What follows belongs to an exercise in optimizing a design on an open flow for a short achievable clock period and few clock cycles per item; a production flow would make more cautious choices. RTL that was checked went through simulation tests only; none was proved equivalent to the original. The RTL of run 4 was laid out without a check of its function. Power is estimated from default activity; no workload was simulated.

**flow/design.v**
```verilog
package vtrs_pkg;
  localparam logic [7:0] CH_SLASH = 8'h2F;
  localparam logic [7:0] CH_COLON = 8'h3A;
  localparam logic [7:0] CH_QUOTE = 8'h27;
  localparam logic [7:0] CH_SPACE = 8'h20;
  localparam logic [7:0] CH_TAB   = 8'h09;
  localparam logic [7:0] CH_LF    = 8'h0A;
  localparam logic [7:0] CH_CR    = 8'h0D;
  localparam logic [7:0] CH_ZERO  = 8'h30;
  localparam logic [7:0] CH_NINE  = 8'h39;
  localparam logic [1:0] KIND_NAME  = 2'd0;
  localparam logic [1:0] KIND_PARAM = 2'd1;
  localparam logic [1:0] KIND_END   = 2'd2;
  function automatic logic is_letter(input logic [7:0] b, input logic [7:0] lower);
    is_letter = (b == lower) || (b == (lower - 8'd32));
  endfunction
endpackage
module vtrs_ctrl #(
  parameter int TEXT_MAX = 31,
  parameter int NSLOT    = 2,
  localparam int NW      = $clog2(NSLOT + 1),
  localparam int PosW    = $clog2(2 * TEXT_MAX),
  localparam int CntW    = $clog2(TEXT_MAX + 1)
) (
  input  logic            clk_i,
  input  logic            rst_ni,
  input  logic            in_valid_i,
  output logic            in_ready_o,
  input  logic [7:0]      text_byte_i,
  input  logic            end_of_data_i,
  input  logic [NW-1:0]   nfull_i,
  output logic            wr_o,
  output logic [PosW-1:0] wpos_o,
  output logic [7:0]      wchar_o,
  output logic            commit_o,
  output logic [CntW-1:0] commit_nc_o,
  output logic [CntW-1:0] commit_pc_o,
  output logic [31:0]     commit_chan_o,
  output logic            commit_sgn_o,
  output logic            commit_intg_o
);
  localparam logic [CntW-1:0] LenLast = CntW'(TEXT_MAX - 1);
  localparam int S_BEGIN  = 0;
  localparam int S_SVC    = 1;
  localparam int S_VI     = 2;
  localparam int S_VE     = 3;
  localparam int S_VW     = 4;
  localparam int S_SI     = 5;
  localparam int S_SG     = 6;
  localparam int S_SN     = 7;
  localparam int S_CO     = 8;
  localparam int S_CN     = 9;
  localparam int S_CT     = 10;
  localparam int S_CR     = 11;
  localparam int S_CO2    = 12;
  localparam int S_CL     = 13;
  localparam int S_COLON  = 14;
  localparam int S_NAME   = 15;
  localparam int S_SKIPP  = 16;   
  localparam int S_SKIPQ  = 17;   
  localparam int S_SKIPN  = 18;   
  localparam int S_PARAM  = 19;
  localparam int S_NUMBER = 20;
  localparam int NST      = 21;
  logic       ready_q;
  logic       v_q, eod_q;
  logic [7:0] b_q;
  logic       slash_q, colon_q, quote_q, sep_q, digit_q, zero_q;
  logic       lv_q, ls_q, lc_q, li_q, le_q, lw_q, lg_q, ln_q, lo_q, lt_q, lr_q, ll_q;
  assign in_ready_o = ready_q;
  always_ff @(posedge clk_i or negedge rst_ni) begin
    if (!rst_ni) begin
      v_q <= 1'b0;
    end else begin
      v_q <= in_valid_i && ready_q;
    end
  end
  always_ff @(posedge clk_i) begin
    b_q     <= text_byte_i;
    eod_q   <= end_of_data_i;
    slash_q <= text_byte_i == vtrs_pkg::CH_SLASH;
    colon_q <= text_byte_i == vtrs_pkg::CH_COLON;
    quote_q <= text_byte_i == vtrs_pkg::CH_QUOTE;
    sep_q   <= (text_byte_i == vtrs_pkg::CH_SPACE) || (text_byte_i == vtrs_pkg::CH_TAB) ||
               (text_byte_i == vtrs_pkg::CH_LF) || (text_byte_i == vtrs_pkg::CH_CR) ||
               (text_byte_i == vtrs_pkg::CH_QUOTE);
    digit_q <= (text_byte_i >= vtrs_pkg::CH_ZERO) && (text_byte_i <= vtrs_pkg::CH_NINE);
    zero_q  <= text_byte_i == 8'h00;
    lv_q    <= vtrs_pkg::is_letter(text_byte_i, 8'h76);
    ls_q    <= vtrs_pkg::is_letter(text_byte_i, 8'h73);
    lc_q    <= vtrs_pkg::is_letter(text_byte_i, 8'h63);
    li_q    <= vtrs_pkg::is_letter(text_byte_i, 8'h69);
    le_q    <= vtrs_pkg::is_letter(text_byte_i, 8'h65);
    lw_q    <= vtrs_pkg::is_letter(text_byte_i, 8'h77);
    lg_q    <= vtrs_pkg::is_letter(text_byte_i, 8'h67);
    ln_q    <= vtrs_pkg::is_letter(text_byte_i, 8'h6E);
    lo_q    <= vtrs_pkg::is_letter(text_byte_i, 8'h6F);
    lt_q    <= vtrs_pkg::is_letter(text_byte_i, 8'h74);
    lr_q    <= vtrs_pkg::is_letter(text_byte_i, 8'h72);
    ll_q    <= vtrs_pkg::is_letter(text_byte_i, 8'h6C);
  end
  logic [NST-1:0]  st_q, st_d;
  logic            sgn_q, intg_q;
  logic [CntW-1:0] nc_q, pc_q;
  logic            nstop_q, pstop_q;
  logic [PosW-1:0] wpos_q;
  logic            bad_q;
  logic [3:0]      sig_q;
  logic [33:0]     acc_s_q, acc_c_q;
  logic            start, name_ch, param_ch, name_wr, param_wr, digit, close;
  always_comb begin
    st_d = '0;
    if (!v_q) begin
      st_d = st_q;
    end else if (eod_q) begin
      st_d[S_BEGIN] = 1'b1;
    end else begin
      st_d[S_BEGIN] = (st_q[S_BEGIN] && !slash_q) ||
                      (st_q[S_SVC] && !(lv_q || ls_q || lc_q)) ||
                      (st_q[S_VI] && !li_q) || (st_q[S_VE] && !le_q) ||
                      (st_q[S_VW] && !lw_q) || (st_q[S_SI] && !li_q) ||
                      (st_q[S_SG] && !lg_q) || (st_q[S_SN] && !ln_q) ||
                      (st_q[S_CO] && !lo_q) || (st_q[S_CN] && !ln_q) ||
                      (st_q[S_CT] && !lt_q) || (st_q[S_CR] && !lr_q) ||
                      (st_q[S_CO2] && !lo_q) || (st_q[S_CL] && !ll_q) ||
                      (st_q[S_COLON] && !colon_q) || (st_q[S_NUMBER] && quote_q);
      st_d[S_SVC]    = st_q[S_BEGIN] && slash_q;
      st_d[S_VI]     = st_q[S_SVC] && lv_q;
      st_d[S_VE]     = st_q[S_VI] && li_q;
      st_d[S_VW]     = st_q[S_VE] && le_q;
      st_d[S_SI]     = st_q[S_SVC] && ls_q;
      st_d[S_SG]     = st_q[S_SI] && li_q;
      st_d[S_SN]     = st_q[S_SG] && lg_q;
      st_d[S_CO]     = st_q[S_SVC] && lc_q;
      st_d[S_CN]     = st_q[S_CO] && lo_q;
      st_d[S_CT]     = st_q[S_CN] && ln_q;
      st_d[S_CR]     = st_q[S_CT] && lt_q;
      st_d[S_CO2]    = st_q[S_CR] && lr_q;
      st_d[S_CL]     = st_q[S_CO2] && lo_q;
      st_d[S_COLON]  = (st_q[S_VW] && lw_q) || (st_q[S_SN] && ln_q) || (st_q[S_CL] && ll_q);
      st_d[S_NAME]   = (st_q[S_COLON] && colon_q) || (st_q[S_NAME] && !sep_q);
      st_d[S_SKIPP]  = (st_q[S_NAME] && sep_q && !intg_q) || (st_q[S_SKIPP] && !quote_q);
      st_d[S_SKIPQ]  = (st_q[S_PARAM] && sep_q && !quote_q) || (st_q[S_SKIPQ] && !quote_q);
      st_d[S_SKIPN]  = (st_q[S_NAME] && sep_q && intg_q) || (st_q[S_PARAM] && quote_q) ||
                       (st_q[S_SKIPQ] && quote_q) || (st_q[S_SKIPN] && !quote_q);
      st_d[S_PARAM]  = (st_q[S_SKIPP] && quote_q) || (st_q[S_PARAM] && !sep_q);
      st_d[S_NUMBER] = (st_q[S_SKIPN] && quote_q) || (st_q[S_NUMBER] && !quote_q);
    end
  end
  assign start    = v_q && st_q[S_COLON] && colon_q;
  assign name_ch  = v_q && st_q[S_NAME] && !sep_q && !nstop_q;
  assign param_ch = v_q && st_q[S_PARAM] && !sep_q && !pstop_q;
  assign name_wr  = name_ch && !zero_q;
  assign param_wr = param_ch && !zero_q;
  assign digit    = v_q && st_q[S_NUMBER] && digit_q;
  assign close    = v_q && st_q[S_NUMBER] && quote_q;
  always_ff @(posedge clk_i or negedge rst_ni) begin
    if (!rst_ni) begin
      st_q <= NST'(1) << S_BEGIN;
    end else begin
      st_q <= st_d;
    end
  end
  always_ff @(posedge clk_i) begin
    if (v_q && st_q[S_SVC]) begin
      sgn_q  <= ls_q;
      intg_q <= lc_q;
    end
  end
  always_ff @(posedge clk_i) begin
    if (start) begin
      nc_q    <= '0;
      pc_q    <= '0;
      nstop_q <= 1'b0;
      pstop_q <= 1'b0;
      wpos_q  <= '0;
    end else begin
      if (name_ch) begin
        if (zero_q || nc_q == LenLast) nstop_q <= 1'b1;
        if (!zero_q) nc_q <= nc_q + CntW'(1);
      end
      if (param_ch) begin
        if (zero_q || pc_q == LenLast) pstop_q <= 1'b1;
        if (!zero_q) pc_q <= pc_q + CntW'(1);
      end
      if (name_wr || param_wr) wpos_q <= wpos_q + PosW'(1);
    end
  end
  always_ff @(posedge clk_i or negedge rst_ni) begin
    if (!rst_ni) begin
      wr_o <= 1'b0;
    end else begin
      wr_o <= name_wr || param_wr;
    end
  end
  always_ff @(posedge clk_i) begin
    wpos_o  <= wpos_q;
    wchar_o <= b_q;
  end
  logic [33:0] op_a, op_b, op_c, op_e, s1, c1, s2, c2;
  assign op_a = {acc_s_q[30:0], 3'b000};
  assign op_b = {acc_s_q[32:0], 1'b0};
  assign op_c = {acc_c_q[30:1], b_q[3:0]};
  assign op_e = {acc_c_q[32:0], 1'b0};
  assign s1   = op_a ^ op_b ^ op_c;
  assign c1   = {((op_a & op_b) | (op_a & op_c) | (op_b & op_c)), 1'b0};
  assign s2   = s1 ^ c1 ^ op_e;
  assign c2   = {((s1 & c1) | (s1 & op_e) | (c1 & op_e)), 1'b0};
  always_ff @(posedge clk_i) begin
    if (start) begin
      acc_s_q <= '0;
      acc_c_q <= '0;
      sig_q   <= '0;
      bad_q   <= 1'b0;
    end else begin
      if (digit) begin
        acc_s_q <= s2;
        acc_c_q <= c2;
        if ((sig_q != 4'd0 || b_q[3:0] != 4'd0) && sig_q != 4'd11) sig_q <= sig_q + 4'd1;
      end
      if (v_q && st_q[S_NUMBER] && !digit_q && !quote_q) bad_q <= 1'b1;
    end
  end
  logic            p1_q, p2_q;
  logic            p1_sgn_q, p1_intg_q, p2_sgn_q, p2_intg_q;
  logic [CntW-1:0] p1_nc_q, p1_pc_q, p2_nc_q, p2_pc_q;
  logic [16:0]     lsum_q;
  logic            cy_q;
  logic [17:0]     lo_sum;
  logic [16:0]     hi_sum;
  assign lo_sum = {1'b0, acc_s_q[16:0]} + {1'b0, acc_c_q[16:0]};
  assign hi_sum = acc_s_q[33:17] + acc_c_q[33:17] + {16'd0, cy_q};
  always_ff @(posedge clk_i or negedge rst_ni) begin
    if (!rst_ni) begin
      p1_q     <= 1'b0;
      p2_q     <= 1'b0;
      commit_o <= 1'b0;
    end else begin
      p1_q     <= close && (nc_q != '0) && !bad_q && (sig_q != 4'd0) && (sig_q <= 4'd10);
      p2_q     <= p1_q;
      commit_o <= p2_q && (hi_sum[16:15] == 2'b00);
    end
  end
  always_ff @(posedge clk_i) begin
    p1_sgn_q      <= sgn_q;
    p1_intg_q     <= intg_q;
    p1_nc_q       <= nc_q;
    p1_pc_q       <= pc_q;
    p2_sgn_q      <= p1_sgn_q;
    p2_intg_q     <= p1_intg_q;
    p2_nc_q       <= p1_nc_q;
    p2_pc_q       <= p1_pc_q;
    lsum_q          <= lo_sum[16:0];
    cy_q          <= lo_sum[17];
    commit_nc_o   <= p2_nc_q;
    commit_pc_o   <= p2_pc_q;
    commit_chan_o <= {hi_sum[14:0], lsum_q};
    commit_sgn_o  <= p2_sgn_q;
    commit_intg_o <= p2_intg_q;
  end
  logic near_colon;
  logic [NW+1:0] busy;
  assign near_colon = st_q[S_VE] || st_q[S_VW] || st_q[S_SG] || st_q[S_SN] ||
                      st_q[S_CO2] || st_q[S_CL] || st_q[S_COLON];
  assign busy = (NW+2)'(nfull_i) + (NW+2)'(p1_q) + (NW+2)'(p2_q) + (NW+2)'(commit_o);
  always_ff @(posedge clk_i or negedge rst_ni) begin
    if (!rst_ni) begin
      ready_q <= 1'b1;
    end else begin
      ready_q <= !near_colon || (busy < (NW+2)'(NSLOT));
    end
  end
endmodule
module vtrs_dp #(
  parameter int TEXT_MAX = 31,
  parameter int NSLOT    = 2,
  localparam int NW      = $clog2(NSLOT + 1),
  localparam int PosW    = $clog2(2 * TEXT_MAX),
  localparam int CntW    = $clog2(TEXT_MAX + 1)
) (
  input  logic            clk_i,
  input  logic            rst_ni,
  input  logic            wr_i,
  input  logic [PosW-1:0] wpos_i,
  input  logic [7:0]      wchar_i,
  input  logic            commit_i,
  input  logic [CntW-1:0] commit_nc_i,
  input  logic [CntW-1:0] commit_pc_i,
  input  logic [31:0]     commit_chan_i,
  input  logic            commit_sgn_i,
  input  logic            commit_intg_i,
  output logic [NW-1:0]   nfull_o,
  input  logic            out_ready_i,
  output logic            out_valid_o,
  output logic [1:0]      item_kind_o,
  output logic [7:0]      char_code_o,
  output logic [31:0]     channel_o,
  output logic            is_signed_o,
  output logic            is_integer_o,
  output logic            last_o
);
  localparam int NENT = 2 * TEXT_MAX;
  logic [7:0]      ent_q  [NSLOT][NENT];
  logic [CntW-1:0] nrem_q [NSLOT];
  logic [CntW-1:0] prem_q [NSLOT];
  logic [31:0]     chan_q [NSLOT];
  logic            sgn_q  [NSLOT];
  logic            intg_q [NSLOT];
  logic [NSLOT-1:0] full_q;
  logic [NSLOT-1:0] wsel_q, rsel_q;    
  logic [NW-1:0]   nfull_q;
  logic            ov_q;
  logic [1:0]      kind_q;
  logic [7:0]      char_q;
  logic [31:0]     ochan_q;
  logic            osgn_q, ointg_q, last_q;
  logic            adv, push, done;
  logic [NSLOT-1:0] nz_n, nz_p;
  logic            r_nz_n, r_nz_p, r_full, r_sgn, r_intg;
  logic [7:0]      r_char;
  logic [31:0]     r_chan;
  always_comb begin
    r_full = 1'b0;
    r_nz_n = 1'b0;
    r_nz_p = 1'b0;
    r_sgn  = 1'b0;
    r_intg = 1'b0;
    r_char = '0;
    r_chan = '0;
    for (int r = 0; r < NSLOT; r++) begin
      nz_n[r] = nrem_q[r] != '0;
      nz_p[r] = prem_q[r] != '0;
      if (rsel_q[r]) begin
        r_full = full_q[r];
        r_nz_n = nz_n[r];
        r_nz_p = nz_p[r];
        r_sgn  = sgn_q[r];
        r_intg = intg_q[r];
        r_char = ent_q[r][0];
        r_chan = chan_q[r];
      end
    end
  end
  assign adv  = !ov_q || out_ready_i;
  assign push = adv && r_full;
  assign done = push && !r_nz_n && !r_nz_p;
  always_ff @(posedge clk_i) begin
    for (int r = 0; r < NSLOT; r++) begin
      for (int i = 0; i < NENT; i++) begin
        if (wr_i && wsel_q[r] && wpos_i == PosW'(i)) begin
          ent_q[r][i] <= wchar_i;
        end else if (push && rsel_q[r] && i < NENT - 1) begin
          ent_q[r][i] <= ent_q[r][(i < NENT - 1) ? i + 1 : i];
        end
      end
      if (commit_i && wsel_q[r]) begin
        nrem_q[r] <= commit_nc_i;
        prem_q[r] <= commit_pc_i;
        chan_q[r] <= commit_chan_i;
        sgn_q[r]  <= commit_sgn_i;
        intg_q[r] <= commit_intg_i;
      end else if (push && rsel_q[r]) begin
        if (nz_n[r]) begin
          nrem_q[r] <= nrem_q[r] - CntW'(1);
        end else if (nz_p[r]) begin
          prem_q[r] <= prem_q[r] - CntW'(1);
        end
      end
    end
  end
  always_ff @(posedge clk_i or negedge rst_ni) begin
    if (!rst_ni) begin
      full_q  <= '0;
      wsel_q  <= NSLOT'(1);
      rsel_q  <= NSLOT'(1);
      nfull_q <= '0;
    end else begin
      for (int r = 0; r < NSLOT; r++) begin
        if (commit_i && wsel_q[r]) full_q[r] <= 1'b1;
        else if (done && rsel_q[r]) full_q[r] <= 1'b0;
      end
      if (commit_i) wsel_q <= {wsel_q[NSLOT-2:0], wsel_q[NSLOT-1]};
      if (done) rsel_q <= {rsel_q[NSLOT-2:0], rsel_q[NSLOT-1]};
      nfull_q <= nfull_q + NW'(commit_i) - NW'(done);
    end
  end
  assign nfull_o = nfull_q;
  always_ff @(posedge clk_i or negedge rst_ni) begin
    if (!rst_ni) begin
      ov_q <= 1'b0;
    end else if (adv) begin
      ov_q <= r_full;
    end
  end
  always_ff @(posedge clk_i) begin
    if (push) begin
      kind_q  <= r_nz_n ? vtrs_pkg::KIND_NAME : r_nz_p ? vtrs_pkg::KIND_PARAM : vtrs_pkg::KIND_END;
      char_q  <= (r_nz_n || r_nz_p) ? r_char : 8'd0;
      ochan_q <= (r_nz_n || r_nz_p) ? 32'd0 : r_chan;
      osgn_q  <= r_sgn;
      ointg_q <= r_intg;
      last_q  <= !(r_nz_n || r_nz_p);
    end
  end
  assign out_valid_o  = ov_q;
  assign item_kind_o  = kind_q;
  assign char_code_o  = char_q;
  assign channel_o    = ochan_q;
  assign is_signed_o  = osgn_q;
  assign is_integer_o = ointg_q;
  assign last_o       = last_q;
endmodule
module view_tag_record_scanner #(
  parameter int TEXT_MAX = 31
) (
  input  logic        clk_i,
  input  logic        rst_ni,
  input  logic        in_valid_i,
  output logic        in_ready_o,
  input  logic [7:0]  in_text_byte_i,
  input  logic        in_end_of_data_i,
  output logic        out_valid_o,
  input  logic        out_ready_i,
  output logic [1:0]  out_item_kind_o,
  output logic [7:0]  out_char_code_o,
  output logic [31:0] out_channel_o,
  output logic        out_is_signed_o,
  output logic        out_is_integer_o,
  output logic        out_last_o
);
  localparam int NSLOT = 2;
  localparam int NW    = $clog2(NSLOT + 1);
  localparam int PosW  = $clog2(2 * TEXT_MAX);
  localparam int CntW  = $clog2(TEXT_MAX + 1);
  logic            wr;
  logic [PosW-1:0] wpos;
  logic [7:0]      wchar;
  logic            commit;
  logic [CntW-1:0] commit_nc, commit_pc;
  logic [31:0]     commit_chan;
  logic            commit_sgn, commit_intg;
  logic [NW-1:0]   nfull;
  vtrs_ctrl #(
    .TEXT_MAX (TEXT_MAX),
    .NSLOT    (NSLOT)
  ) u_ctrl (
    .clk_i         (clk_i),
    .rst_ni        (rst_ni),
    .in_valid_i    (in_valid_i),
    .in_ready_o    (in_ready_o),
    .text_byte_i   (in_text_byte_i),
    .end_of_data_i (in_end_of_data_i),
    .nfull_i       (nfull),
    .wr_o          (wr),
    .wpos_o        (wpos),
    .wchar_o       (wchar),
    .commit_o      (commit),
    .commit_nc_o   (commit_nc),
    .commit_pc_o   (commit_pc),
    .commit_chan_o (commit_chan),
    .commit_sgn_o  (commit_sgn),
    .commit_intg_o (commit_intg)
  );
  vtrs_dp #(
    .TEXT_MAX (TEXT_MAX),
    .NSLOT    (NSLOT)
  ) u_dp (
    .clk_i         (clk_i),
    .rst_ni        (rst_ni),
    .wr_i          (wr),
    .wpos_i        (wpos),
    .wchar_i       (wchar),
    .commit_i      (commit),
    .commit_nc_i   (commit_nc),
    .commit_pc_i   (commit_pc),
    .commit_chan_i (commit_chan),
    .commit_sgn_i  (commit_sgn),
    .commit_intg_i (commit_intg),
    .nfull_o       (nfull),
    .out_ready_i   (out_ready_i),
    .out_valid_o   (out_valid_o),
    .item_kind_o   (out_item_kind_o),
    .char_code_o   (out_char_code_o),
    .channel_o     (out_channel_o),
    .is_signed_o   (out_is_signed_o),
    .is_integer_o  (out_is_integer_o),
    .last_o        (out_last_o)
  );
endmodule
```
**flow/run.sh**
```bash
#!/bin/bash
# synth_recipe.tcl (not shown) runs the flow's synth.tcl, then flattens the netlist and writes it again
# the make line also repeats each setting of config.mk as NAME=value (left out here)
make -C /OpenROAD-flow-scripts/flow DESIGN_CONFIG=/design/flow/config.mk WORK_HOME=/design/flow/orfs CLKGATE_MAP_FILE= SYNTH_SCRIPT=/design/flow/synth_recipe.tcl finish
```
**flow/config.mk**
```make
export PLATFORM = sky130hd
export DESIGN_NAME = view_tag_record_scanner
export DESIGN_NICKNAME = view_tag_record_scanner
export VERILOG_FILES = /design/flow/design.v
export SDC_FILE = /design/flow/constraint.sdc
export NUM_CORES = 4
export LEC_CHECK = 0
export CAP_MARGIN = 20
export CORE_MARGIN = 2
export CORE_UTILIZATION = 40
export SLEW_MARGIN = 20
```
**flow/constraint.sdc**
```tcl
create_clock -name core_clock -period 4.0 [get_ports {clk_i}]
set_input_delay 0.8000 -clock core_clock [delete_from_list [all_inputs] [get_ports {clk_i}]]
set_output_delay 0.8000 -clock core_clock [all_outputs]
set_load 0.01 [all_outputs]
```
==> results of run 1 <==
-- cell families (layout without fill, tap and decap cells) --
family	after synthesis	in the layout	share of synthesized area [%]
buffers and inverters	267	456	1.781
DFF	1378	1378	66.89
and+or+nand+nor	640	640	4.987
adders and majority gates	117	117	3.292
AOI/OAI and AO/OA	312	312	3.249
xor gates and xnor gates	58	58	0.8701
muxes	982	982	18.93
-- metal layers --
metal	global-route usage (%)	vias up	part of all wire, %
met2	25.60	529	47
met1	21.71	15215	46
met3	3.233	178	4.4
met5	0	-	0.025
li1	-	14175	-
met4	4.770	4	2.4
-- per-stage QoR --
stage | total power (µW) | util, % | hold WS [ns]
floorplan | 15750 | - | 0.3096
global placement | 15900 | 42.14 | 0.3101
detailed placement | 15910 | 42.14 | 0.3121
CTS | 29390 | 45.46 | 0.1016
global route | 29950 | 45.50 | 0.1520
finish | 29050 | 45.50 | 0.1375
-- critical path: stages (launching register included) --
cell	delay, ns
edfxtp_1	0.38
inv_1	0.08
ha_1	0.20
nor4b_4	0.14
nand4b_1	0.11
a21oi_1	0.10
a31oi_4	0.80
inv_4	0.23
nand2_1	0.20
inv_1	0.06
ha_1	0.28
inv_1	0.04
ha_1	0.18
xnor2_1	0.17
xnor2_1	0.14
-- state kept, by name (all words and copies together), names as in the netlist, 6 cells and up --
register,cells
u_dp.chan_q,64
u_ctrl.acc_s_q,34
u_ctrl.wchar_o,8
u_ctrl.acc_c_q,31
u_ctrl.wpos_q,6
u_ctrl.commit_chan_o,32
u_ctrl.wpos_o,6
u_dp.prem_q,10
u_ctrl.b_q,8
u_ctrl.st_q,21
u_dp.ent_q,992
u_dp.nrem_q,10
u_dp.ochan_q,32
u_dp.char_q,8
u_ctrl.lsum_q,17
-- Yosys cell counts (all sizes together), types with 4 or more instances --
cell	number
a21oi	106
a211oi	10
o22ai	13
fa	61
nand4	13
o21ai	92
dfstp	4
a22o	5
a31oi	5
dfrtp	32
clkbuf	169
a21o	7
xor2	18
nand3b	4
o21a	4
mux2	979
nor4b	5
nor4	6
nor3	26
dfxtp	215
nand3	28
inv	70
edfxtp	1127
a22oi	41
ha	56
nor2	203
nand2	309
nand2b	11
nor2b	15
and3	6
xnor2	40
buf	28
o21bai	4
-- layout make-up --
type / instances / area share, %
flip-flops and latches: 1378 / 59.15
multi-input cells: 2109 / 27.79
clock buffers: 191 / 6.001
well taps: 1917 / 3.630
repair buffers: 121 / 1.727
clock inverters: 74 / 1.299
inverters: 70 / 0.4015
-- how the worst max path moves through the flow --
stage	slack, ns	start	endpoint
6_report	0.80	u_dp.nrem_q[0][0]	u_dp.nfull_q[1]
5_1_grt	0.51	u_dp.nrem_q[0][0]	u_dp.nfull_q[1]
4_1_cts	0.77	u_dp.nrem_q[0][0]	u_dp.nfull_q[1]
3_5_place_dp	0.72	out_ready_i	u_dp.ent_q[75][0]
3_3_place_gp	0.77	out_ready_i	u_dp.ent_q[109][5]
2_1_floorplan	0.37	out_ready_i	u_dp.ent_q[11][0]
-- power breakdown --
group	total, µW	switching [µW]	internal [µW]
registers	15400	77.1	15300
clock network	13500	5760	7690
logic	211	169	42.3
total	29000	6010	23000
==> summary.txt, run 1 <==
Layout
  – Fillers: 12497
  – Finished Cell Area: around 0.066 mm²
  – Final cell count without fillers: between 5000 and 6000
  – Sequential Area: between 0.03 and 0.04 mm²
  – Area of the multi-input gates: 0.01836 mm²
  – N_diodes: 0
  – Commonest non-fill, non-tap cell in the layout: edfxtp_1
  – Final nets: 3957
  – Layout cells sized above 1: about 34%
  – Area growth syn-to-layout: 13.16%
  – Most frequent cells in the layout: edfxtp_1 (1127), mux2_2 (963), nand2_1 (307)

Routing
  – Final wirelength: roughly 120000 µm
  – Routed WL per cell: around 20 µm
  – Post-route ant nets: 0
  – DRT Pass-1 Iters: 5
  – Routed vias: 30101
  – DRC Markers: 0
  – Initial DRC count: around 1900
  – Vias per Instance: about 5.1

Timing
  – Final critical-path share of the clock period: about 80%
  – Worst Tran Pin Value: 1.132 ns
  – Setup Skew: roughly 0.025 ns
  – RSZ-0062 raised after global routing: false
  – Fin. max-slew vios: 0
  – Minimum clock period after layout: between 3 and 4 ns
  – Post-route setup slack: roughly 0.8 ns
  – Relative slew slack: roughly a quarter
  – Highest Clock Rate: 312.1 MHz
  – Setup TNS: 0 ns
  – Final hold violation count: 0
  – Setup Viol. Count Final: 0

Global route
  – Vias in the first global route: ~32000
  – Largest net degree at the start of global routing: about 130
  – Initial antenna violation count: 2
  – Grt total ovfl: 0
  – Tot GR Track Use: between 10% and 20%
  – Wire length of the first global-routing pass: between 150000 and 200000 µm

Clocking
  – Number of hold buffers added after CTS: 0
  – Post-CTS setup buffers: 0
  – CTS H-tree lvls: 4
  – CTS buffer count: 147
  – CTS tree: built
  – Clk buf depth: 3
  – Worst skew pair latency: between 0.7 and 0.8 ns
  – Root Driver: clkbuf_16
  – CTS clk-pin slew, worst paths: approximately 0.06 ns
  – Clock sink count: about 1400
  – Post-cts sizing count: 0

Floorplan
  – Initial Util: just over 40%
  – Core Region: between 0.1 and 0.15 mm²
  – DIE HEIGHT: a little under 400 µm
  – Ports: 60
  – Num rows: between 100 and 150
  – Die width: between 300 and 400 µm
  – Die ar.: between 0.1 and 0.15 mm²

Yosys
  – Synth top area share: 57.96%
  – Synth Instances: roughly 3800
  – Netlist cell types: 77
  – Synth warnings: 8
  – Synth top area cells: edfxtp_1 (58%), mux2_2 (19%), dfxtp_1 (7.4%), fa_1 (2.1%), nand2_1 (2.0%)
  – Synth Cell Area: around 0.06 mm²
  – Avg Synthesized Cell Area: about 16 µm²
  – Post-synth EDFFs: ~1100
  – Largest area contributor in the netlist: edfxtp_1
  – Flops & latches, synth: about 1400
  – Post-synth ARST share: 2.612%
  – Post-synthesis net count: 3884
  – Sequential fraction of the synthesis area: between 60 and 70%
  – Top FF cell, synth: edfxtp_1

Placement
  – Gpl congestion: 0.7717
  – Cell total after placement: between 5000 and 6000
  – Pre-CTS setup slack: between 0.7 and 0.8 ns
  – Dpl cell area: 0.06119 mm²
  – Final HPWL DP: 71400 µm
  – PortBufs: 59

Run
  – MaxCap Viol Count: 0

Worst setup path
  – CP arrival: 3.91 ns
  – Endpoint type of the worst setup path: flop
  – WS Path Type: reg -> reg
  – Max Fanout on Critical Path: 36
  – Reg2Reg Depth: 14
  – Crit Reg-Reg Startpoint: u_dp.nrem_q[0][0]
  – Worst path required time: 4.70 ns
  – Reg-to-reg endpoint: u_dp.nfull_q[1]
  – CP startpoint kind: flop
  – R2r setup slk: just under 0.8 ns

Worst hold path
  – Worst Hold Class: in -> async

Power
  – Maximum vdd drop: 0.3139 mV
  – PwrDens: between 400 and 500 mW/mm²
  – Leakage: 0.02155 µW

Run status
  – Status: finished clean
Testbench counts, summed over its fixed seeds: cycles 41,028, bytes 40,918.
==> run 2: changes to the inputs <==
--- a/flow/config.mk
+++ b/flow/config.mk
@@ -7,2 +7,3 @@
 export LEC_CHECK = 0
+export ABC_CLOCK_PERIOD_IN_PS = 1800
 export CAP_MARGIN = 20
@@ -10,2 +11,3 @@
 export CORE_UTILIZATION = 40
+export SETUP_SLACK_MARGIN = 2.2
 export SLEW_MARGIN = 20
==> run 2 against run 1 <==
  * Global-route usage rose by 3.7 points
  * Worst hold slack improved by 0.036 ns
  * Maximum frequency rose by 26%
  * Routed wire length rose by 31%
  * Critical path depth fell by 4
  * Critical endpoint is now u_ctrl.commit_o
  * Largest cell class unchanged
==> summary.txt, run 2 <==
Run status
  – Status: finished clean (unchanged)

Floorplan
  – DIE HEIGHT: 386.1 µm (unchanged)
  – Num rows: 140 (unchanged)
  – Die width: 386.1 µm (unchanged)
  – Core Region: 0.1452 mm² (unchanged)
  – Die ar.: 0.1490 mm² (unchanged)
  – Initial Util: 40.21% (unchanged)
  – Ports: 60 (unchanged)

Routing
  – Final wirelength: 154400 µm (was 117700 µm)
  – DRC Markers: 0 (unchanged)
  – Vias per Instance: 5.325 (was 5.137)
  – Routed vias: 34674 (was 30101)
  – Post-route ant nets: 0 (unchanged)
  – Routed WL per cell: 23.71 µm (was 20.08 µm)
  – DRT Pass-1 Iters: 5 (unchanged)
  – Initial DRC count: 2333 (was 1902)

Placement
  – Final HPWL DP: 71100 µm (was 71400 µm)
  – PortBufs: 59 (unchanged)
  – Dpl cell area: 0.06155 mm² (was 0.06119 mm²)
  – Gpl congestion: 0.7601 (was 0.7717)

Global route
  – Tot GR Track Use: 19.59% (was 15.90%)
  – Wire length of the first global-routing pass: 220800 µm (was 184400 µm)
  – Grt total ovfl: 0 (unchanged)
  – Initial antenna violation count: 4 (was 2)
  – Largest net degree at the start of global routing: 125 (unchanged)
  – Vias in the first global route: 35330 (was 31643)

Timing
  – Relative slew slack: 38.14% (was 24.54%)
  – Final hold violation count: 0 (unchanged)
  – Fin. max-slew vios: 0 (unchanged)
  – Worst Tran Pin Value: 0.9279 ns (was 1.132 ns)
  – Highest Clock Rate: 393.7 MHz (was 312.1 MHz)
  – Setup Skew: 0.03967 ns (was 0.02485 ns)
  – Setup Viol. Count Final: 0 (unchanged)
  – Minimum clock period after layout: 2.540 ns (was 3.204 ns)
  – Setup TNS: 0 ns (unchanged)
  – RSZ-0062 raised after global routing: true (was false)
  – Final critical-path share of the clock period: 63.50% (was 80.10%)

Yosys
  – Synth warnings: 8 (unchanged)
  – Netlist cell types: 77 (unchanged)
  – Synth cell count leaders: edfxtp_1 (1127), mux2_2 (963), nand2_1 (309), dfxtp_1 (215), clkbuf_1 (169) (unchanged)
  – Synth top area share: 57.96% (unchanged)
  – Sequential fraction of the synthesis area: 66.89% (unchanged)
  – Avg Synthesized Cell Area: 15.55 µm² (unchanged)
  – Top FF cell, synth: edfxtp_1 (unchanged)
  – Synth Instances: 3754 (unchanged)
  – Most numerous cell in the Yosys netlist: edfxtp_1 (unchanged)
  – Synth Cell Area: 0.05838 mm² (unchanged)
  – Flops & latches, synth: 1378 (unchanged)
  – Post-synth ARST share: 2.612% (unchanged)
  – Post-synthesis net count: 3884 (unchanged)
  – Post-synth EDFFs: 1127 (unchanged)
  – Largest area contributor in the netlist: edfxtp_1 (unchanged)
  – Synth top area cells: edfxtp_1 (58%), mux2_2 (19%), dfxtp_1 (7.4%), fa_1 (2.1%), nand2_1 (2.0%) (unchanged)

Layout
  – Area growth syn-to-layout: 40.50% (was 13.16%)
  – Most frequent cells in the layout: edfxtp_1 (1127), mux2_4 (544), mux2_2 (435) (was edfxtp_1 (1127), mux2_2 (963), nand2_1 (307))
  – Largest Register: u_dp.ent_q (unchanged)
  – Finished Cell Area: 0.08203 mm² (was 0.06607 mm²)
  – Sequential Area: 0.03918 mm² (was 0.03908 mm²)
  – Max reg flops: 992 (unchanged)
  – Fillers: 10620 (was 12497)
  – Final nets: 4606 (was 3957)
  – Commonest non-fill, non-tap cell in the layout: edfxtp_1 (unchanged)
  – Area of the multi-input gates: 0.02587 mm² (was 0.01836 mm²)
  – Layout cells sized above 1: 53.12% (was 33.91%)
  – Biggest regs: u_dp.ent_q: 992 flops, u_dp.chan_q: 64 flops, u_ctrl.acc_s_q: 34 flops (unchanged)

Worst setup path
  – Worst path required time: 4.65 ns (was 4.70 ns)
  – Reg2Reg Depth: 10 (was 14)
  – CP arrival: 3.19 ns (was 3.91 ns)
  – WS Path Type: reg -> reg (unchanged)
  – Max Fanout on Critical Path: 3 (was 36)
  – Endpoint type of the worst setup path: flop (unchanged)
  – R2r setup slk: 1.46 ns (was 0.80 ns)
  – CP startpoint kind: flop (unchanged)

Clocking
  – Clock sink count: 1378 (unchanged)
  – CTS buffer count: 148 (was 147)
  – Worst skew pair latency: 0.77 ns (was 0.78 ns)
  – CTS clk-pin slew, worst paths: 0.06 ns (about the same)
  – CTS H-tree lvls: 4 (unchanged)
  – Clk buf depth: 3 (unchanged)
  – CTS tree: built (unchanged)
  – Root Driver: clkbuf_16 (unchanged)

Run
  – MaxCap Viol Count: 0 (unchanged)

Power
  – Leakage: 0.02835 µW (was 0.02155 µW)
  – Maximum vdd drop: 0.4204 mV (was 0.3139 mV)
  – PwrDens: 354.2 mW/mm² (was 439.6 mW/mm²)

Worst hold path
  – Worst Hold Class: in -> async (unchanged)
[run 2: through the flow]
| step | total power (µW) | util [%] | setup slack, ns | hold WS, ns | instances |
|---|---|---|---|---|---|
| final | 29050 | 56.49 | 1.460 | 0.1739 | 6512 |
| after global routing | 29840 | 56.49 | 1.352 | 0.2113 | 6511 |
| after CTS | 29220 | 53.22 | 1.374 | 0.1570 | 6323 |
| after detailed placement | 15910 | 42.39 | 0.8473 | 0.3118 | 5592 |
| after global placement | 15910 | 42.39 | 0.8232 | 0.3088 | 5592 |
| after floorplan | 15750 | - | 1.214 | 0.3096 | 3754 |
[run 2: area by class of cell]
class	count	share of cell area [%]
tap	1917	2.924
clock inverter	66	0.8252
inverter	70	0.3508
sequential	1378	47.77
clock buffer	201	4.881
multi-input combinational	2172	31.54
timing repair buffer	706	11.71
antenna	2	0.006101
[run 2: kinds of logic (layout without fill, tap and decap cells)]
| kind of cell | count (synthesis) | count (layout) | synth area share, % |
|---|---|---|---|
| flops | 1378 | 1378 | 66.89 |
| mux | 982 | 982 | 18.93 |
| xor+xnor | 58 | 58 | 0.8701 |
| buf+inv | 267 | 1043 | 1.781 |
| simple gates | 640 | 703 | 4.987 |
| compound gates | 312 | 312 | 3.249 |
| fa+ha+maj | 117 | 117 | 3.292 |
| other cells | 0 | 2 | 0 |
[run 2: timing repair]
action | in CTS | in global routing
setup buffers | 398 | 163
cloned | 66 | 24
setup endpoints to repair | 2272 | 2199
hold buffers | 0 | 0
pin swaps | 151 | 254
gates resized for setup | 1527 | 608
[run 2: worst paths after layout]
| check | to | from |
|---|---|---|
| setup / recovery | u_ctrl.commit_o | u_ctrl.acc_c_q[17] |
| hold / removal | u_ctrl.st_q[1] | rst_ni |
| setup reg to reg | u_ctrl.commit_o | u_ctrl.acc_c_q[17] |
| hold reg to reg | u_ctrl.commit_nc_o[2] | u_ctrl.p2_nc_q[2] |
| max in group asynchronous | u_dp.rsel_q[1] | rst_ni |
| min in group core_clock | u_ctrl.commit_nc_o[2] | u_ctrl.p2_nc_q[2] |
[run 2: power breakdown]
part           total [µW]  internal [µW]  switching, µW
clock               13400           7590           5800
sequential          15400          15300           79.6
combinational         281           64.9            216
[run 2: layer usage]
| layer | track usage [%] | wire length, µm | part of all wire [%] | vias up |
|---|---|---|---|---|
| met3 | 3.904 | 8464 | 5.5 | 271 |
| met2 | 31.49 | 75320 | 49 | 963 |
| met5 | 0 | 0 | 0 | - |
| li1 | - | - | - | 15635 |
| met1 | 26.51 | 66110 | 43 | 17805 |
| met4 | 6.658 | 4483 | 2.9 | 0 |
[run 2: worst max-delay path, cell delays in order (launching register included)]
cell and delay, ns:
dfxtp_4 0.35, inv_4 0.05, fa_2 0.20, inv_2 0.04, fa_2 0.35, a211o_1 0.29, a2111o_1 0.44, a31oi_4 0.20
o31ai_2 0.08, xnor2_1 0.13, a311oi_1 0.28
==> run 3: changes to the inputs <==
--- a/flow/config.mk
+++ b/flow/config.mk
@@ -10,4 +10,5 @@
 export CORE_MARGIN = 2
-export CORE_UTILIZATION = 40
+export CORE_UTILIZATION = 55
 export SETUP_SLACK_MARGIN = 2.2
 export SLEW_MARGIN = 20
+export TNS_END_PERCENT = 100
==> run 3 against run 2 <==
  * Still clean on timing, DRC and antenna
  * Utilization rose by 21 points
  * Count of clock-buffer cells in the layout decreased by 5
  * Worst setup slack better by 0.041 ns
  * Non-clock buffer count rose by 89
  * Clock skew fell by 0.020 ns
==> summary.txt, run 3 <==
Layout
  – Largest Register: u_dp.ent_q (unchanged)
  – Final cell count without fillers: 6064 (was 6512)
  – N_diodes: 0 (was 2)
  – Most frequent cells in the layout: edfxtp_1 (1127), mux2_4 (519), mux2_2 (456) (was edfxtp_1 (1127), mux2_4 (544), mux2_2 (435))
  – Area growth syn-to-layout: 40.52% (was 40.50%)
  – Biggest regs: u_dp.ent_q: 992 flops, u_dp.chan_q: 64 flops, u_ctrl.acc_s_q: 34 flops (unchanged)
  – Layout cells sized above 1: 53.73% (was 53.12%)
  – Commonest non-fill, non-tap cell in the layout: edfxtp_1 (unchanged)
  – Final nets: 4686 (was 4606)
  – Max reg flops: 992 (unchanged)

Yosys
  – Post-synth EDFFs: 1127 (unchanged)
  – Synth top area share: 57.96% (unchanged)
  – Post-synth ARST share: 2.612% (unchanged)
  – Post-synthesis net count: 3884 (unchanged)
  – Synth Instances: 3754 (unchanged)
  – Flops & latches, synth: 1378 (unchanged)
  – Synth cell count leaders: edfxtp_1 (1127), mux2_2 (963), nand2_1 (309), dfxtp_1 (215), clkbuf_1 (169) (unchanged)
  – Avg Synthesized Cell Area: 15.55 µm² (unchanged)
  – Largest area contributor in the netlist: edfxtp_1 (unchanged)
  – Top FF cell, synth: edfxtp_1 (unchanged)
  – Synth top area cells: edfxtp_1 (58%), mux2_2 (19%), dfxtp_1 (7.4%), fa_1 (2.1%), nand2_1 (2.0%) (unchanged)
  – Netlist cell types: 77 (unchanged)
  – Synth warnings: 8 (unchanged)
  – Sequential fraction of the synthesis area: 66.89% (unchanged)
  – Synth Cell Area: 0.05838 mm² (unchanged)
  – Most numerous cell in the Yosys netlist: edfxtp_1 (unchanged)

Worst setup path
  – Crit-path cells: inv_2, fa_2, inv_2, fa_2, a211o_1, a2111o_1, a31oi_4, o31ai_2, xnor2_1, a311oi_1 (was inv_4, fa_2, inv_2, fa_2, a211o_1, a2111o_1, a31oi_4, o31ai_2, xnor2_1, a311oi_1)
  – Delay-heaviest family, CP: compound AO/OA/AOI/OAI gates (unchanged)
  – Levels on crit path: 10 (unchanged)
  – Worst Path Buf+Inv: 2 (unchanged)
  – WS Path Type: reg -> reg (unchanged)
  – Reg2Reg Depth: 10 (unchanged)
  – Endpoint type of the worst setup path: flop (unchanged)
  – Worst path required time: 4.64 ns (was 4.65 ns)
  – Critical-path top delay cell: a2111o_1 (unchanged)
  – Max incr delay on CP: 0.44 ns (about the same)
  – Max Fanout on Critical Path: 3 (unchanged)
  – CP arrival: 3.14 ns (was 3.19 ns)
  – CP startpoint kind: flop (unchanged)

Power
  – PwrDens: 353.6 mW/mm² (was 354.2 mW/mm²)
  – Leakage: 0.02881 µW (was 0.02835 µW)
  – Total power draw: 29010 µW (was 29050 µW)
  – Maximum vdd drop: 0.4405 mV (was 0.4204 mV)

Worst hold path
  – Worst Hold Class: in -> async (unchanged)

Timing
  – Fin. max-slew vios: 0 (unchanged)
  – Relative slew slack: 39.44% (was 38.14%)
  – Setup Skew: 0.01967 ns (was 0.03967 ns)
  – Setup TNS: 0 ns (unchanged)
  – Worst Tran Pin Value: 0.9085 ns (was 0.9279 ns)
  – Highest Clock Rate: 400.2 MHz (was 393.7 MHz)
  – RSZ-0062 raised after global routing: true (unchanged)
  – Final hold violation count: 0 (unchanged)
  – Final critical-path share of the clock period: 62.47% (was 63.50%)
  – Minimum clock period after layout: 2.499 ns (was 2.540 ns)
  – Setup Viol. Count Final: 0 (unchanged)

Floorplan
  – Initial Util: 55.46% (was 40.21%)
  – Die width: 329.8 µm (was 386.1 µm)
  – Die ar.: 0.1088 mm² (was 0.1490 mm²)
  – Num rows: 119 (was 140)
  – Ports: 60 (unchanged)
  – Core Region: 0.1053 mm² (was 0.1452 mm²)
  – DIE HEIGHT: 329.8 µm (was 386.1 µm)

Global route
  – Grt total ovfl: 0 (unchanged)
  – Initial antenna violation count: 3 (was 4)
  – Tot GR Track Use: 27.99% (was 19.59%)
  – Wire length of the first global-routing pass: 226400 µm (was 220800 µm)
  – Largest net degree at the start of global routing: 89 (was 125)
  – Vias in the first global route: 35918 (was 35330)

Clocking
  – Worst skew pair latency: 0.76 ns (was 0.77 ns)
  – Root Driver: clkbuf_16 (unchanged)
  – CTS tree: built (unchanged)
  – Clock sink count: 1378 (unchanged)
  – Clk buf depth: 3 (unchanged)
  – CTS H-tree lvls: 4 (unchanged)
  – Number of hold buffers added after CTS: 0 (unchanged)
  – CTS clk-pin slew, worst paths: 0.06 ns (about the same)
  – CTS buffer count: 144 (was 148)

Run
  – MaxCap Viol Count: 0 (unchanged)

Routing
  – Vias per Instance: 5.933 (was 5.325)
  – DRT Pass-1 Iters: 5 (unchanged)
  – Post-route ant nets: 0 (unchanged)
  – Final wirelength: 163800 µm (was 154400 µm)
  – Routed WL per cell: 27.00 µm (was 23.71 µm)
  – DRC Markers: 0 (unchanged)
  – Routed vias: 35979 (was 34674)
  – Initial DRC count: 2812 (was 2333)

Placement
  – Cell total after placement: 5073 (was 5592)
  – Gpl congestion: 0.7939 (was 0.7601)
  – PortBufs: 59 (unchanged)
  – Final HPWL DP: 77540 µm (was 71100 µm)

Run status
  – Status: finished clean (unchanged)
## run 3: cell counts after synthesis
Identical to the previous run, type by type.
## run 3: final timing paths
kind | startpoint | to | slack (ns)
min | rst_ni | u_dp.ov_q | 0.18
min reg2reg | u_ctrl.p2_nc_q[0] | u_ctrl.commit_nc_o[0] | 0.32
max reg2reg | u_ctrl.acc_c_q[17] | u_ctrl.commit_o | 1.50
max in group asynchronous | rst_ni | u_dp.rsel_q[1] | 3.15
max | u_ctrl.acc_c_q[17] | u_ctrl.commit_o | 1.50
min in group core_clock | u_ctrl.p2_nc_q[0] | u_ctrl.commit_nc_o[0] | 0.32
## run 3: worst register-to-register path, stage by stage, from the launching register on
cell	delay (ns)
dfxtp_4	0.34
inv_2	0.05
fa_2	0.21
inv_2	0.04
fa_2	0.35
a211o_1	0.30
a2111o_1	0.44
a31oi_4	0.21
o31ai_2	0.09
xnor2_1	0.13
a311oi_1	0.25
## run 3: area by class of cell
cell class | instances | area [µm²]
Multi-Input combinational cell | 2167 | 25620
Timing Repair Buffer | 795 | 10570
Sequential cell | 1378 | 39190
Tap cell | 1391 | 1740
Clock buffer | 196 | 4030
Inverter | 70 | 277.8
Clock inverter | 67 | 615.6
Fill cell | 5491 | 23220
## run 3: what timing repair did
action	4_1_cts	5_1_grt
gates cloned	61	32
gates resized for setup	1506	542
setup buffers	401	234
setup endpoints to repair	2235	2188
pin swaps	154	208
endpoints found under the hold margin	0	0
## run 3: power by group
part / internal (µW) / switching [µW]
Sequential: 15300 / 85.5
Combinational: 70.1 / 236
Clock: 7770 / 5550
## run 3: layer usage
metal	vias up	global-route usage, %	part of all wire (%)
met5	-	0	0
met4	0	9.654	3.7
met3	294	5.092	6.1
met2	1296	46.01	50
met1	18626	37.72	41
li1	15763	-	-
## run 3: stage by stage
step | util [%] | hold slack (ns) | setup WS [ns] | area, µm²
floorplan | - | 0.3096 | 1.214 | 58790
global placement | 57.88 | 0.3102 | 0.7886 | 60930
detailed placement | 57.88 | 0.3121 | 0.7088 | 60930
CTS | 72.91 | 0.1678 | 1.394 | 76750
global route | 77.94 | 0.2180 | 1.379 | 82040
finish | 77.94 | 0.1837 | 1.501 | 82040
## run 3: cell families after synthesis
logic type	count (synthesis)	synth area share (%)
fa+ha+maj	117	3.292
buf+inv	267	1.781
simple gates	640	4.987
flops	1378	66.89
mux	982	18.93
xor+xnor	58	0.8701
compound gates	312	3.249
==> run 4: changes to the inputs <==
--- a/flow/design.v
+++ b/flow/design.v
@@ -30,3 +30,3 @@
   input  logic            end_of_data_i,
-  input  logic [NW-1:0]   nfull_i,
+  input  logic [NSLOT-1:0] full_i,
   output logic            wr_o,
@@ -223,11 +223,12 @@
   end
-  logic            p1_q, p2_q;
-  logic            p1_sgn_q, p1_intg_q, p2_sgn_q, p2_intg_q;
-  logic [CntW-1:0] p1_nc_q, p1_pc_q, p2_nc_q, p2_pc_q;
-  logic [16:0]     lsum_q;
-  logic            cy_q;
-  logic [17:0]     lo_sum;
-  logic [16:0]     hi_sum;
-  assign lo_sum = {1'b0, acc_s_q[16:0]} + {1'b0, acc_c_q[16:0]};
-  assign hi_sum = acc_s_q[33:17] + acc_c_q[33:17] + {16'd0, cy_q};
+  logic            p1_q, p2_q, p3_q;
+  logic            p1_sgn_q, p1_intg_q, p2_sgn_q, p2_intg_q, p3_sgn_q, p3_intg_q;
+  logic [CntW-1:0] p1_nc_q, p1_pc_q, p2_nc_q, p2_pc_q, p3_nc_q, p3_pc_q;
+  logic [11:0]     sum_a_q, sum_b_q;
+  logic            cy_a_q, cy_b_q;
+  logic [12:0]     add_a, add_b;
+  logic [9:0]      add_c;
+  assign add_a = {1'b0, acc_s_q[11:0]} + {1'b0, acc_c_q[11:0]};
+  assign add_b = {1'b0, acc_s_q[23:12]} + {1'b0, acc_c_q[23:12]} + {12'd0, cy_a_q};
+  assign add_c = acc_s_q[33:24] + acc_c_q[33:24] + {9'd0, cy_b_q};
   always_ff @(posedge clk_i or negedge rst_ni) begin
@@ -236,2 +237,3 @@
       p2_q     <= 1'b0;
+      p3_q     <= 1'b0;
       commit_o <= 1'b0;
@@ -240,3 +242,4 @@
       p2_q     <= p1_q;
-      commit_o <= p2_q && (hi_sum[16:15] == 2'b00);
+      p3_q     <= p2_q;
+      commit_o <= p3_q && (add_c[9:8] == 2'b00);
     end
@@ -252,15 +255,23 @@
     p2_pc_q       <= p1_pc_q;
-    lsum_q          <= lo_sum[16:0];
-    cy_q          <= lo_sum[17];
-    commit_nc_o   <= p2_nc_q;
-    commit_pc_o   <= p2_pc_q;
-    commit_chan_o <= {hi_sum[14:0], lsum_q};
-    commit_sgn_o  <= p2_sgn_q;
-    commit_intg_o <= p2_intg_q;
+    p3_sgn_q      <= p2_sgn_q;
+    p3_intg_q     <= p2_intg_q;
+    p3_nc_q       <= p2_nc_q;
+    p3_pc_q       <= p2_pc_q;
+    sum_a_q       <= add_a[11:0];
+    cy_a_q        <= add_a[12];
+    sum_b_q       <= add_b[11:0];
+    cy_b_q        <= add_b[12];
+    commit_nc_o   <= p3_nc_q;
+    commit_pc_o   <= p3_pc_q;
+    commit_chan_o <= {add_c[7:0], sum_b_q, sum_a_q};
+    commit_sgn_o  <= p3_sgn_q;
+    commit_intg_o <= p3_intg_q;
   end
   logic near_colon;
-  logic [NW+1:0] busy;
+  logic [NW+2:0] busy;
+  logic [NSLOT+3:0] busy_v;
   assign near_colon = st_q[S_VE] || st_q[S_VW] || st_q[S_SG] || st_q[S_SN] ||
                       st_q[S_CO2] || st_q[S_CL] || st_q[S_COLON];
-  assign busy = (NW+2)'(nfull_i) + (NW+2)'(p1_q) + (NW+2)'(p2_q) + (NW+2)'(commit_o);
+  assign busy_v = {full_i, p1_q, p2_q, p3_q, commit_o};
+  assign busy   = (NW+3)'($countones(busy_v));
   always_ff @(posedge clk_i or negedge rst_ni) begin
@@ -269,3 +280,3 @@
     end else begin
-      ready_q <= !near_colon || (busy < (NW+2)'(NSLOT));
+      ready_q <= !near_colon || (busy < (NW+3)'(NSLOT));
     end
@@ -291,3 +302,3 @@
   input  logic            commit_intg_i,
-  output logic [NW-1:0]   nfull_o,
+  output logic [NSLOT-1:0] full_o,
   input  logic            out_ready_i,
@@ -305,2 +316,3 @@
   logic [CntW-1:0] prem_q [NSLOT];
+  logic [NSLOT-1:0] nz_n, nz_p;        
   logic [31:0]     chan_q [NSLOT];
@@ -310,3 +322,2 @@
   logic [NSLOT-1:0] wsel_q, rsel_q;    
-  logic [NW-1:0]   nfull_q;
   logic            ov_q;
@@ -317,3 +328,2 @@
   logic            adv, push, done;
-  logic [NSLOT-1:0] nz_n, nz_p;
   logic            r_nz_n, r_nz_p, r_full, r_sgn, r_intg;
@@ -330,4 +340,2 @@
     for (int r = 0; r < NSLOT; r++) begin
-      nz_n[r] = nrem_q[r] != '0;
-      nz_p[r] = prem_q[r] != '0;
       if (rsel_q[r]) begin
@@ -358,2 +366,4 @@
         prem_q[r] <= commit_pc_i;
+        nz_n[r]   <= commit_nc_i != '0;
+        nz_p[r]   <= commit_pc_i != '0;
         chan_q[r] <= commit_chan_i;
@@ -364,4 +374,6 @@
           nrem_q[r] <= nrem_q[r] - CntW'(1);
+          nz_n[r]   <= nrem_q[r] != CntW'(1);
         end else if (nz_p[r]) begin
           prem_q[r] <= prem_q[r] - CntW'(1);
+          nz_p[r]   <= prem_q[r] != CntW'(1);
         end
@@ -375,3 +387,2 @@
       rsel_q  <= NSLOT'(1);
-      nfull_q <= '0;
     end else begin
@@ -383,6 +394,5 @@
       if (done) rsel_q <= {rsel_q[NSLOT-2:0], rsel_q[NSLOT-1]};
-      nfull_q <= nfull_q + NW'(commit_i) - NW'(done);
     end
   end
-  assign nfull_o = nfull_q;
+  assign full_o = full_q;
   always_ff @(posedge clk_i or negedge rst_ni) begin
@@ -441,3 +451,3 @@
   logic            commit_sgn, commit_intg;
-  logic [NW-1:0]   nfull;
+  logic [NSLOT-1:0] full;
   vtrs_ctrl #(
@@ -452,3 +462,3 @@
     .end_of_data_i (in_end_of_data_i),
-    .nfull_i       (nfull),
+    .full_i        (full),
     .wr_o          (wr),
@@ -478,3 +488,3 @@
     .commit_intg_i (commit_intg),
-    .nfull_o       (nfull),
+    .full_o        (full),
     .out_ready_i   (out_ready_i),
--- a/flow/config.mk
+++ b/flow/config.mk
@@ -7,3 +7,3 @@
 export LEC_CHECK = 0
-export ABC_CLOCK_PERIOD_IN_PS = 1800
+export ABC_CLOCK_PERIOD_IN_PS = 1600
 export CAP_MARGIN = 20
@@ -11,3 +11,3 @@
 export CORE_UTILIZATION = 55
-export SETUP_SLACK_MARGIN = 2.2
+export SETUP_SLACK_MARGIN = 2.4
 export SLEW_MARGIN = 20
==> run 4 against run 3 <==
  * Utilization increased by 1.6 points
  * Worst setup slack improved by 0.20 ns
  * Clock skew increased by 0.017 ns
  * Sequential share of layout area decreased by 0.34 points
  * Die area increased by 0.63%
  * Critical path depth increased by 1
  * Sequential power about the same
  * Sequential cell count increased by 23
  * Via count increased by 0.81%
  * Routed wire length increased by 2.7%
  * Count of clock-buffer cells in the layout increased by 1
  * Maximum frequency increased by 8.9%
  * Critical endpoint is now u_dp.ent_q[38][3]
==> summary.txt, run 4 <==
Run status
  – Status: finished clean (unchanged)

Yosys
  – Top FF cell, synth: edfxtp_1 (unchanged)
  – Post-synth EDFFs: 1131 (was 1127)
  – Largest area contributor in the netlist: edfxtp_1 (unchanged)
  – Synthesized-area fraction occupied by adder cells: 3.309% (was 3.292%)
  – Mux contribution to synthesized area: 18.76% (was 18.93%)
  – Avg Synthesized Cell Area: 15.62 µm² (was 15.55 µm²)
  – Synth Cell Area: 0.05876 mm² (was 0.05838 mm²)
  – Most numerous cell in the Yosys netlist: edfxtp_1 (unchanged)
  – Flops & latches, synth: 1401 (was 1378)
  – Synth Instances: 3761 (was 3754)
  – Synth warnings: 8 (unchanged)
  – Synth top area cells: edfxtp_1 (58%), mux2_2 (18%), dfxtp_1 (8.0%), fa_1 (2.2%), nand2_1 (2.0%) (was edfxtp_1 (58%), mux2_2 (19%), dfxtp_1 (7.4%), fa_1 (2.1%), nand2_1 (2.0%))
  – Post-synthesis xor/xnor area fraction: 0.8199% (was 0.8701%)
  – Post-synthesis net count: 3891 (was 3884)
  – Post-synth ARST share: 2.498% (was 2.612%)
  – Post-synthesis compound-gate area fraction: 2.988% (was 3.249%)
  – Main combinational cell family by area after synthesis: multiplexers (unchanged)
  – Sequential fraction of the synthesis area: 67.31% (was 66.89%)
  – Synth Area in Simple Gates: 5.009% (was 4.987%)
  – Netlist cell types: 69 (was 77)
  – Synth top area share: 57.80% (was 57.96%)
  – Synth cell count leaders: edfxtp_1 (1131), mux2_2 (955), nand2_1 (313), dfxtp_1 (235), clkbuf_1 (162) (was edfxtp_1 (1127), mux2_2 (963), nand2_1 (309), dfxtp_1 (215), clkbuf_1 (169))

Clocking
  – Clk buf depth: 3 (unchanged)
  – Root Driver: clkbuf_16 (unchanged)
  – CTS tree: built (unchanged)
  – CTS clk-pin slew, worst paths: 0.06 ns (about the same)
  – CTS H-tree lvls: 4 (unchanged)
  – Clock sink count: 1401 (was 1378)
  – CTS buffer count: 148 (was 144)
  – Worst skew pair latency: 0.78 ns (was 0.76 ns)

Timing
  – RSZ-0062 raised after global routing: true (unchanged)
  – Relative slew slack: 39.47% (was 39.44%)
  – Minimum clock period after layout: 2.294 ns (was 2.499 ns)
  – Setup TNS: 0 ns (unchanged)
  – Final critical-path share of the clock period: 57.35% (was 62.47%)
  – Fin. max-slew vios: 0 (unchanged)
  – Setup Viol. Count Final: 0 (unchanged)
  – Post-route setup slack: 1.706 ns (was 1.501 ns)
  – Worst Tran Pin Value: 0.9080 ns (was 0.9085 ns)
  – Final hold violation count: 0 (unchanged)
  – Setup Skew: 0.03667 ns (was 0.01967 ns)
  – Highest Clock Rate: 435.9 MHz (was 400.2 MHz)

Layout
  – Most frequent cells in the layout: edfxtp_1 (1131), mux2_4 (547), mux2_2 (425) (was edfxtp_1 (1127), mux2_4 (519), mux2_2 (456))
  – Max reg flops: 992 (unchanged)
  – Largest Register: u_dp.ent_q (unchanged)
  – N_diodes: 0 (unchanged)
  – Area of the multi-input gates: 0.02594 mm² (was 0.02562 mm²)
  – Layout cells sized above 1: 56.53% (was 53.73%)
  – Sequential Area: 0.03981 mm² (was 0.03919 mm²)
  – Biggest regs: u_dp.ent_q: 992 flops, u_dp.chan_q: 64 flops, u_ctrl.acc_s_q: 34 flops (unchanged)
  – Commonest non-fill, non-tap cell in the layout: edfxtp_1 (unchanged)
  – Final nets: 4709 (was 4686)
  – Fillers: 5402 (was 5491)
  – Area growth syn-to-layout: 42.90% (was 40.52%)

Routing
  – Final wirelength: 168200 µm (was 163800 µm)
  – Routed vias: 36269 (was 35979)
  – DRT Pass-1 Iters: 5 (unchanged)
  – Vias per Instance: 5.953 (was 5.933)
  – Initial DRC count: 2912 (was 2812)
  – Routed WL per cell: 27.61 µm (was 27.00 µm)
  – Post-route ant nets: 0 (unchanged)
  – DRC Markers: 0 (unchanged)

Worst setup path
  – Crit Reg-Reg Startpoint: u_dp.wsel_q[0] (was u_ctrl.acc_c_q[17])
  – Reg2Reg Depth: 11 (was 10)
  – R2r setup slk: 1.71 ns (was 1.50 ns)
  – Endpoint type of the worst setup path: flop (unchanged)
  – Max Fanout on Critical Path: 6 (was 3)
  – CP startpoint kind: flop (unchanged)
  – CP arrival: 2.79 ns (was 3.14 ns)
  – Reg-to-reg endpoint: u_dp.ent_q[38][3] (was u_ctrl.commit_o)
  – Worst Setup SP: u_dp.wsel_q[0] (was u_ctrl.acc_c_q[17])
  – Crit path to: u_dp.ent_q[38][3] (was u_ctrl.commit_o)
  – Worst path required time: 4.50 ns (was 4.64 ns)
  – WS Path Type: reg -> reg (unchanged)

Power
  – Leakage: 0.02966 µW (was 0.02881 µW)
  – Total power draw: 30040 µW (was 29010 µW)
  – Maximum vdd drop: 0.3371 mV (was 0.4405 mV)
  – PwrDens: 357.7 mW/mm² (was 353.6 mW/mm²)

Global route
  – Tot GR Track Use: 28.72% (was 27.99%)
  – Grt total ovfl: 0 (unchanged)
  – Wire length of the first global-routing pass: 231900 µm (was 226400 µm)
  – Initial antenna violation count: 2 (was 3)
  – Vias in the first global route: 36147 (was 35918)
  – Largest net degree at the start of global routing: 96 (was 89)

Floorplan
  – Die width: 330.8 µm (was 329.8 µm)
  – Initial Util: 55.66% (was 55.46%)
  – Num rows: 119 (unchanged)
  – Ports: 60 (unchanged)
  – DIE HEIGHT: 330.8 µm (was 329.8 µm)
  – Die ar.: 0.1095 mm² (was 0.1088 mm²)
  – Core Region: 0.1056 mm² (was 0.1053 mm²)

Worst hold path
  – Worst Hold Class: in -> async (unchanged)

Placement
  – Final HPWL DP: 76610 µm (was 77540 µm)
  – Gpl congestion: 0.7912 (was 0.7939)
  – PortBufs: 59 (unchanged)
  – Pre-CTS setup slack: 0.7769 ns (was 0.7088 ns)

Run
  – MaxCap Viol Count: 0 (unchanged)
==> run 4: changes by cell type after synthesis, sizes merged, moves of 6 or more <==
cell,change
clkbuf,-7
xor2,+6
nor2,-7
dfxtp,+20
xnor2,-9
buf,+8
nand2,+14
==> run 4: timing repair <==
action,CTS,global route
buffers inserted,412,221
cloned,65,46
pin swaps,230,299
setup endpoints to repair,2336,2326
hold buffers,0,0
gates resized for setup,1560,627
==> run 4: critical path, cell delays in order, from the launching register on <==
cell and delay, ns:
dfstp_2 0.60, buf_12 0.12, buf_6 0.09, nand2_4 0.05
buf_6 0.12, nor2_4 0.17, buf_12 0.14, buf_16 0.13
buf_12 0.11, nand2_8 0.06, buf_6 0.14, mux2_2 0.26
==> run 4: layer usage <==
layer / global-route usage, % / part of all wire [%] / routed length, µm / up-vias
met5: 0 / 0 / 0 / -
met1: 38.52 / 40 / 67910 / 18837
met4: 10.33 / 4.1 / 6866 / 0
met2: 48.08 / 50 / 83390 / 1305
li1: - / - / - / 15800
met3: 4.078 / 6.0 / 10070 / 327
==> run 4: worst min path at each step <==
stage | from | to | slack, ns | cells past startpoint
floorplan | u_ctrl.sum_a_q[0] | u_ctrl.commit_chan_o[0] | 0.31 | 0
global placement | u_ctrl.b_q[7] | u_ctrl.wchar_o[7] | 0.31 | 0
detailed placement | u_ctrl.p1_nc_q[2] | u_ctrl.p2_nc_q[2] | 0.31 | 0
CTS | rst_ni | u_ctrl.st_q[10] | 0.16 | 1
global route | rst_ni | u_dp.wsel_q[1] | 0.21 | 1
finish | rst_ni | u_dp.wsel_q[1] | 0.16 | 1
==> run 4: power breakdown <==
group	internal, µW	switching (µW)	total (µW)	leakage, µW
Combinational	81.5	238	319	0.0153
Sequential	15500	87.5	15600	0.0119
Clock	8360	5760	14100	0.00244
Total	23900	6090	30000	0.0297
==> run 4: cell type report <==
| cell class | count | area share [%] |
|---|---|---|
| flip-flops and latches | 1401 | 47.42 |
| multi-input cells | 2153 | 30.90 |
| repair buffers | 802 | 13.29 |
| clock buffers | 197 | 4.900 |
| well taps | 1391 | 2.073 |
| clock inverters | 76 | 1.055 |
| inverters | 72 | 0.3487 |
| repair inverters | 1 | 0.01341 |
==> run 4: kinds of logic (layout without fill, tap and decap cells) <==
kind of cell             count (synthesis)  after routing
multiplexers                           979            979
AND/OR/NAND/NOR                        641            704
flip-flops                            1401           1401
AO/OA/AOI/OAI                          298            298
buffers and inverters                  270           1148
XOR/XNOR                                55             55
adder cells (fa/ha/maj)                117            117
==> run 4: metrics by stage <==
stage	hold slack [ns]	cells	cell area (µm²)	utilization (%)
final	0.1558	6093	83960	79.53
after global routing	0.2110	6093	83960	79.53
after CTS	0.1560	5826	78190	74.06
after detailed placement	0.3121	5076	61810	58.55
after global placement	0.3108	5076	61810	58.55
after floorplan	0.3096	3761	59690	-

-- static timing again, ports no longer ideal --
Ports are ideal in the flow. The routed layouts listed here were re-timed in OpenROAD. Step 1 (the two cells are an assumption about what drives the block):
set clk [get_ports {clk_i}]
set_driving_cell -lib_cell sky130_fd_sc_hd__clkbuf_16 $clk
set_driving_cell -lib_cell sky130_fd_sc_hd__buf_2 [delete_from_list [all_inputs] $clk]
Step 2 times the ports against the registers' clock, not the clock port: input delays grow and output delays shrink by t, the midpoint of the rising clock arrivals with the driver on. a / b / c = ideal / step 1 / step 2; a / b = the first two.
| run | shift t [ns] | setup slack, ns | latest minus earliest clock arrival (ns) | worst register clock-pin slew, ns |
|---|---|---|---|---|
| run 1 | 0.841 | 0.796 / 0.796 / 0.688 | 0.030 / 0.029 | 0.06 / 0.06 |
| run 2 | 0.836 | 1.460 / 1.460 / 1.164 | 0.055 / 0.055 | 0.07 / 0.07 |
| run 3 | 0.815 | 1.501 / 1.501 / 1.243 | 0.023 / 0.024 | 0.07 / 0.07 |
| run 4 | 0.839 | 1.706 / 1.675 / 1.140 | 0.037 / 0.037 | 0.07 / 0.07 |
After both steps setup and hold are still met in every run listed. For run 4, which loses most, drivers alone change the setup slack by -0.031 ns; drivers and shift together by -0.566 ns.
